Context: an optimization exercise on an open-source flow, tuned for small area, a short achievable clock period and few clock cycles per item. The choices shown serve that exercise and are no tape-out recipe.
In this exercise RTL edits were held to simulation tests only and were not proved equivalent to the original.
Power figures rest on the tool's default switching activity, not on a simulated workload.

Setup of willow:
==> flow/design.v <==
package sigmoid_pkg;
  function automatic integer sig_one(input integer f);
    sig_one = 1 << f;
  endfunction
  function automatic integer sig_sat_pos(input integer f);
    sig_sat_pos = 4 << f;
  endfunction
  function automatic integer sig_sat_neg(input integer f);
    sig_sat_neg = -(4 << f);
  endfunction
endpackage
module sigmoid_core (
  input  logic [7:0] t,
  output logic [6:0] q
);
  wire t0 = (t[0] & t[5]) ^ (t[1] & t[4]);
  wire t1 = (t[0] & t[5]) & (t[1] & t[4]);
  wire t2 = (t[0] & t[6]) ^ (t[1] & t[5]);
  wire t3 = (t[0] & t[6]) & (t[1] & t[5]);
  wire t4 = (t[0] & t[7]) ^ (t[1] & t[6]) ^ (t[2] & t[5]);
  wire t5 = ((t[0] & t[7]) & (t[1] & t[6])) | ((t[0] & t[7]) & (t[2] & t[5])) | ((t[1] & t[6]) & (t[2] & t[5]));
  wire t6 = (t[1] & t[7]) ^ (t[2] & t[6]) ^ (t[3] & t[5]);
  wire t7 = ((t[1] & t[7]) & (t[2] & t[6])) | ((t[1] & t[7]) & (t[3] & t[5])) | ((t[2] & t[6]) & (t[3] & t[5]));
  wire t8 = (t[2] & t[7]) ^ (t[3] & t[6]) ^ (t[4] & t[5]);
  wire t9 = ((t[2] & t[7]) & (t[3] & t[6])) | ((t[2] & t[7]) & (t[4] & t[5])) | ((t[3] & t[6]) & (t[4] & t[5]));
  wire t10 = (t[0] & t[3]) ^ (t[1] & t[2]);
  wire t11 = (t[0] & t[3]) & (t[1] & t[2]);
  wire t12 = (t[0] & t[4]) ^ (t[1] & t[3]);
  wire t13 = (t[0] & t[4]) & (t[1] & t[3]);
  wire t14 = t0 ^ (t[2] & t[3]) ^ t[3];
  wire t15 = (t0 & (t[2] & t[3])) | (t0 & t[3]) | ((t[2] & t[3]) & t[3]);
  wire t16 = t1 ^ t2 ^ (t[2] & t[4]);
  wire t17 = (t1 & t2) | (t1 & (t[2] & t[4])) | (t2 & (t[2] & t[4]));
  wire t18 = t3 ^ t4 ^ (t[4] & ~t[3]);
  wire t19 = (t3 & t4) | (t3 & (t[4] & ~t[3])) | (t4 & (t[4] & ~t[3]));
  wire t20 = t5 ^ t6 ^ (t[3] & t[4]);
  wire t21 = (t5 & t6) | (t5 & (t[3] & t[4])) | (t6 & (t[3] & t[4]));
  wire t22 = t7 ^ t8 ^ t[5];
  wire t23 = (t7 & t8) | (t7 & t[5]) | (t8 & t[5]);
  wire t24 = t9 ^ (t[3] & t[7]) ^ (t[4] & t[6]);
  wire t25 = (t9 & (t[3] & t[7])) | (t9 & (t[4] & t[6])) | ((t[3] & t[7]) & (t[4] & t[6]));
  wire t26 = (t[4] & t[7]) ^ (t[5] & t[6]) ^ t[6];
  wire t27 = ((t[4] & t[7]) & (t[5] & t[6])) | ((t[4] & t[7]) & t[6]) | ((t[5] & t[6]) & t[6]);
  wire t28 = (t[0] & t[1]) ^ t[1];
  wire t29 = (t[0] & t[1]) & t[1];
  wire t30 = t10 ^ t[2];
  wire t31 = t10 & t[2];
  wire t32 = t11 ^ t12;
  wire t33 = t11 & t12;
  wire t34 = t13 ^ t14;
  wire t35 = t13 & t14;
  wire t36 = t15 ^ t16;
  wire t37 = t15 & t16;
  wire t38 = t17 ^ t18;
  wire t39 = t17 & t18;
  wire t40 = t19 ^ t20;
  wire t41 = t19 & t20;
  wire t42 = t21 ^ t22;
  wire t43 = t21 & t22;
  wire t44 = t23 ^ t24;
  wire t45 = t23 & t24;
  wire t46 = t25 ^ t26;
  wire t47 = t25 & t26;
  wire t48 = t27 ^ (t[5] & t[7]);
  wire t49 = t27 & (t[5] & t[7]);
  wire t50 = (t[6] & t[7]) ^ t[7];
  wire t51 = (t[6] & t[7]) & t[7];
  wire t52 = (t[0] & t[2]) & t29;
  wire t53 = (t[0] & t[2]) & t28;
  wire t54 = t33 | (t32 & t31);
  wire t55 = t32 & t30;
  wire t56 = t37 | (t36 & t35);
  wire t57 = t36 & t34;
  wire t58 = t41 | (t40 & t39);
  wire t59 = t40 & t38;
  wire t60 = t45 | (t44 & t43);
  wire t61 = t44 & t42;
  wire t62 = t49 | (t48 & t47);
  wire t63 = t48 & t46;
  wire t64 = t35 | (t34 & t54);
  wire t65 = t34 & t55;
  wire t66 = t56 | (t57 & t54);
  wire t67 = t57 & t55;
  wire t68 = t43 | (t42 & t58);
  wire t69 = t42 & t59;
  wire t70 = t60 | (t61 & t58);
  wire t71 = t61 & t59;
  wire t72 = t51 | (t50 & t62);
  wire t73 = t50 & t63;
  wire t74 = t31 | (t30 & t52);
  wire t75 = t54 | (t55 & t52);
  wire t76 = t64 | (t65 & t52);
  wire t77 = t66 | (t67 & t52);
  wire t78 = t47 | (t46 & t70);
  wire t79 = t46 & t71;
  wire t80 = t62 | (t63 & t70);
  wire t81 = t63 & t71;
  wire t82 = t72 | (t73 & t70);
  wire t83 = t73 & t71;
  wire t84 = t39 | (t38 & t77);
  wire t85 = t58 | (t59 & t77);
  wire t86 = t68 | (t69 & t77);
  wire t87 = t70 | (t71 & t77);
  wire t88 = t78 | (t79 & t77);
  wire t89 = t80 | (t81 & t77);
  wire t90 = t82 | (t83 & t77);
  wire t91 = (t[0] & t[2]) ^ t29;
  wire t92 = t30 ^ t52;
  wire t93 = t32 ^ t74;
  wire t94 = t34 ^ t75;
  wire t95 = t36 ^ t76;
  wire t96 = t38 ^ t77;
  wire t97 = t40 ^ t84;
  wire t98 = t42 ^ t85;
  wire t99 = t44 ^ t86;
  wire t100 = t46 ^ t87;
  wire t101 = t48 ^ t88;
  wire t102 = t50 ^ t89;
  assign q = {t90, t102, t101, t100, t99, t98, t97};
endmodule
module sigmoid_lane (
  input  logic        clk,
  input  logic        i_en,
  input  logic        i_mode,    
  input  logic [15:0] i_x,
  input  logic        r_mode,    
  output logic [15:0] o_y,
  output logic        o_sat
);
  logic       w_neg;
  logic       w_sat;
  logic [7:0] w_xs;      
  logic       w_lo;      
  logic [7:0] w_po;      
  logic [7:0] w_pa;      
  logic [7:0] w_t;
  assign w_neg = i_x[15];
  always_comb begin
    if (i_mode) begin
      w_sat = w_neg ? (~&i_x[14:9]  | ~|i_x[8:0]) : |i_x[14:9];
      w_xs  = i_x[8:1];
      w_lo  = i_x[0];
    end else begin
      w_sat = w_neg ? (~&i_x[14:10] | ~|i_x[9:0]) : |i_x[14:10];
      w_xs  = i_x[9:2];
      w_lo  = |i_x[1:0];
    end
    w_po[0] = 1'b0;
    w_pa[0] = 1'b1;
    for (int i = 1; i < 8; i++) begin
      w_po[i] = w_po[i-1] | w_xs[i-1];
      w_pa[i] = w_pa[i-1] & w_xs[i-1];
    end
    for (int i = 0; i < 8; i++)
      w_t[i] = w_xs[i] ^ (w_neg ? (w_lo & w_pa[i]) : w_po[i]);
    if (w_sat) w_t = 8'd1;
  end
  logic [7:0] r1_t;
  logic       r1_neg;
  logic       r1_sat;
  always_ff @(posedge clk) begin
    if (i_en) begin
      r1_t   <= w_t;
      r1_neg <= w_neg;
      r1_sat <= w_sat;
    end
  end
  logic [6:0] w_q;
  sigmoid_core u_core (
    .t (r1_t),
    .q (w_q)
  );
  logic [6:0] r2_q;
  logic       r2_t8;
  logic       r2_neg;
  logic       r2_sat;
  always_ff @(posedge clk) begin
    if (i_en) begin
      r2_q   <= w_q;
      r2_t8  <= ~|r1_t;
      r2_neg <= r1_neg;
      r2_sat <= r1_sat;
    end
  end
  logic [7:0] w_p;
  logic [8:0] w_sig;
  logic       w_pos;
  assign w_pos = ~r2_neg;
  always_comb begin
    w_p[0] = 1'b0;
    w_p[1] = r2_q[0];
    w_p[2] = |r2_q[1:0];
    w_p[3] = |r2_q[2:0];
    w_p[4] = |r2_q[3:0];
    w_p[5] = w_p[4] | r2_q[4];
    w_p[6] = w_p[4] | (|r2_q[5:4]);
    w_p[7] = w_p[4] | (|r2_q[6:4]);
    for (int i = 0; i < 7; i++) w_sig[i] = r2_q[i] ^ (w_pos & w_p[i]);
    w_sig[7] = r2_t8 | (w_pos & w_p[7]);
    w_sig[8] = w_pos & ~r2_t8 & ~w_p[7];
  end
  always_comb begin
    if (r_mode) o_y = {{7{~w_sig[8] & ~w_sig[7]}}, ~w_sig[7], w_sig[6:0], 1'b0};   
    else        o_y = {7'd0, w_sig};
  end
  assign o_sat = r2_sat;
endmodule
module sigmoid_pipe #(
  parameter int W     = 16,
  parameter int F     = W / 2,
  parameter int LANES = 4
) (
  input  logic               clk,
  input  logic               rst,
  input  logic               in_valid,
  output logic               in_ready,
  input  logic [LANES*W-1:0] in_data,
  input  logic               in_mode,
  output logic               out_valid,
  input  logic               out_ready,
  output logic [LANES*W-1:0] out_data,
  output logic [LANES-1:0]   out_sat
);
  logic       w_en;
  logic [1:0] r_vld;
  logic [1:0] r_mode;
  logic       w_mode;
  assign w_mode = in_mode;
  assign w_en      = !r_vld[1] || out_ready;
  assign in_ready  = w_en;
  assign out_valid = r_vld[1];
  always_ff @(posedge clk) begin
    if (rst)       r_vld <= '0;
    else if (w_en) r_vld <= {r_vld[0], in_valid};
  end
  always_ff @(posedge clk) begin
    if (w_en) r_mode <= {r_mode[0], w_mode};
  end
  for (genvar g = 0; g < LANES; g++) begin : g_lane
    sigmoid_lane u_lane (
      .clk    (clk),
      .i_en   (w_en),
      .i_mode (w_mode),
      .i_x    (in_data[g*W +: W]),
      .r_mode (r_mode[1]),
      .o_y    (out_data[g*W +: W]),
      .o_sat  (out_sat[g])
    );
  end
endmodule
Settings: LEC_CHECK=0, ABC_AREA=1, CAP_MARGIN=20, CORE_MARGIN=2, CORE_UTILIZATION=40, SETUP_SLACK_MARGIN=3.2, SLEW_MARGIN=20; clock period 7.0 ns.
standard.sh (not shown) runs the stock make flow with config.mk's settings and CLKGATE_MAP_FILE= SYNTH_SCRIPT=/design/flow/synth_recipe.tcl, a recipe that flattens the netlist after the stock synthesis.
==> flow/flow/run.sh <==
#!/bin/bash
# Layout flow: the standard ORFS flow (standard.sh) with three changes:
#  - synthesis leaves the adders to ABC (no ADDER_MAP_FILE, so no fa/ha cells) and maps the
#    logic with ABC's area mapper (flow/abc_map.script) in place of ORFS's ABC script;
#    everything else in the synthesis, registers included, is the standard flow's own synth_recipe.tcl;
#  - port buffers use the platform's plain buf_1 cell instead of the one buffer_ports picks;
#  - clock tree: small clock buffers and no dummy loads.
# Each step's full output goes to a log file of its own here; ORFS keeps its per-step logs
# under orfs/logs/.
set -euo pipefail
W=$PWD
export BUFFER_PORTS_ARGS="-buffer_cell sky130_fd_sc_hd__buf_1"
export CTS_ARGS="-sink_clustering_enable -repair_clock_nets -dont_use_dummy_load -buf_list {sky130_fd_sc_hd__clkbuf_4 sky130_fd_sc_hd__clkbuf_8} -root_buf sky130_fd_sc_hd__clkbuf_8"

# synth_recipe.tcl with every "abc -script X ..." call given flow/abc_map.script as X
cat > "$W/synth_abc.tcl" <<TCL
proc abc {args} {
  set i [lsearch -exact \$args -script]
  if {\$i >= 0} { set args [lreplace \$args [expr {\$i + 1}] [expr {\$i + 1}] {$W/flow/abc_map.script}] }
  yosys abc {*}\$args
}
source {$W/synth_recipe.tcl}
TCL
sed "s#SYNTH_SCRIPT=[^ ]*#SYNTH_SCRIPT=$W/synth_abc.tcl ADDER_MAP_FILE=#" standard.sh > my_standard.sh
grep -q "SYNTH_SCRIPT=$W/synth_abc.tcl ADDER_MAP_FILE=" my_standard.sh

bash my_standard.sh synth > synth.log 2>&1
bash my_standard.sh > layout.log 2>&1
==> flow/flow/abc_map.script <==
strash
dc2
dch -f
amap
topo
stime -c
buffer -c
upsize -c
dnsize -c
willow: PASS, flow complete, no timing, DRC or antenna violations
Testbench counts of willow, summed over its fixed seeds: cycles 8,016, items 8,000.
diff inputs: willow => raven
Settings: swapping 3.2 for 3.0 in SETUP_SLACK_MARGIN.
diff --git a/flow/flow/run.sh b/flow/flow/run.sh
--- a/flow/flow/run.sh
+++ b/flow/flow/run.sh
@@ -4 +4,2 @@
-#    logic with ABC's area mapper (flow/abc_map.script) in place of ORFS's ABC script;
+#    logic with flow/abc_map.script (a 60 s &deepsyn restructuring, then ABC's area mapper)
+#    in place of ORFS's ABC script;
==> flow/flow/abc_map.script <==
strash
&get -n
&deepsyn -T 60
&put
dch -f
amap
topo
stime -c
buffer -c
upsize -c
dnsize -c
Findings:
- raven finished all stages; the layout is clean.
- Compare raven and willow | setup slack lower: raven
- On raven: combinational power is about 23% lower than what willow gave.
- [compare] base=willow new=raven: global-route usage shows a reduction of 1.2 points; synthesized netlist net count shows a reduction of 5.0%.
Input changes introduced in juniper (baseline for comparison: raven):
Settings: a change of SETUP_SLACK_MARGIN from 3.0 to 3.2; a change of CORE_UTILIZATION from 40 to 65.
diff --git a/flow/flow/run.sh b/flow/flow/run.sh
--- a/flow/flow/run.sh
+++ b/flow/flow/run.sh
@@ -4,2 +4 @@
-#    logic with flow/abc_map.script (a 60 s &deepsyn restructuring, then ABC's area mapper)
-#    in place of ORFS's ABC script;
+#    logic with ABC's area mapper (flow/abc_map.script) in place of ORFS's ABC script;
==> flow/flow/abc_map.script <==
strash
dc2
dch -f
amap
topo
stime -c
buffer -c
upsize -c
dnsize -c
Notes after the runs:
- Diff raven -> juniper: minimum hold slack went up 7.1 ps, setup slack went up 4.4 ps.
- Compared with raven, juniper shows a total power that is 140 uW higher.
- Taking raven as the reference, in juniper part of the total power dissipated in the clock network lower; sequential cell area roughly the same; half-perimeter wire length of the detailed placement result lower.
- A most used routing layer in global routing of met1 is what raven shows, while met2 belongs to juniper.
[inputs] violet vs juniper
Settings: PLACE_DENSITY: unset -> 0.8; CORE_UTILIZATION: 65 -> 40.
diff --git a/flow/flow/run.sh b/flow/flow/run.sh
--- a/flow/flow/run.sh
+++ b/flow/flow/run.sh
@@ -4 +4,2 @@
-#    logic with ABC's area mapper (flow/abc_map.script) in place of ORFS's ABC script;
+#    logic with flow/abc_map.script (a 60 s &deepsyn restructuring, then ABC's area mapper)
+#    in place of ORFS's ABC script;
==> flow/flow/abc_map.script <==
strash
&get -n
&deepsyn -T 60
&put
dch -f
amap
topo
stime -c
buffer -c
upsize -c
dnsize -c
## What came out
Of violet and juniper, it is violet that has the lower wire length on met2. Relative to juniper, relative area change from synthesis to final layout has gone up in violet. The lower post-route total power came out of violet. r_mode[1] as the beginning of the critical path was reported by juniper, and g_lane[2].u_lane.r2_neg by violet. Looking at synthesized cell count, violet sits about 5.3% below juniper.

==> what the ideal ports hide <==
In the flow no input, the clock included, has a driving cell. The finished layouts below were timed again as built, in two steps.
Step 1: set_driving_cell puts a clkbuf_16 on clk and a buf_2 on each other input, an assumption about the parent block.
Step 2 adds t to the input delays and takes it off the output delays; t is the mean of the earliest and latest rising clock arrival at the registers after step 1. Input paths then give back, and output paths get back, about the clock's delay inside the block.
Three values: ideal, step 1, step 2; two values: the first two.
run	t (ns)	setup WS [ns]	clock arrival spread, ns
willow	0.395	3.339 / 3.304 / 3.058	0.019 / 0.019
raven	0.377	3.289 / 3.254 / 2.914	0.028 / 0.027
juniper	0.378	3.293 / 3.259 / 3.254	0.028 / 0.028
violet	0.391	3.354 / 3.320 / 3.108	0.035 / 0.036
After both steps every run listed still meets setup and hold. For raven, which loses most, drivers alone change the setup slack by -0.035 ns; drivers and shift together by -0.375 ns.
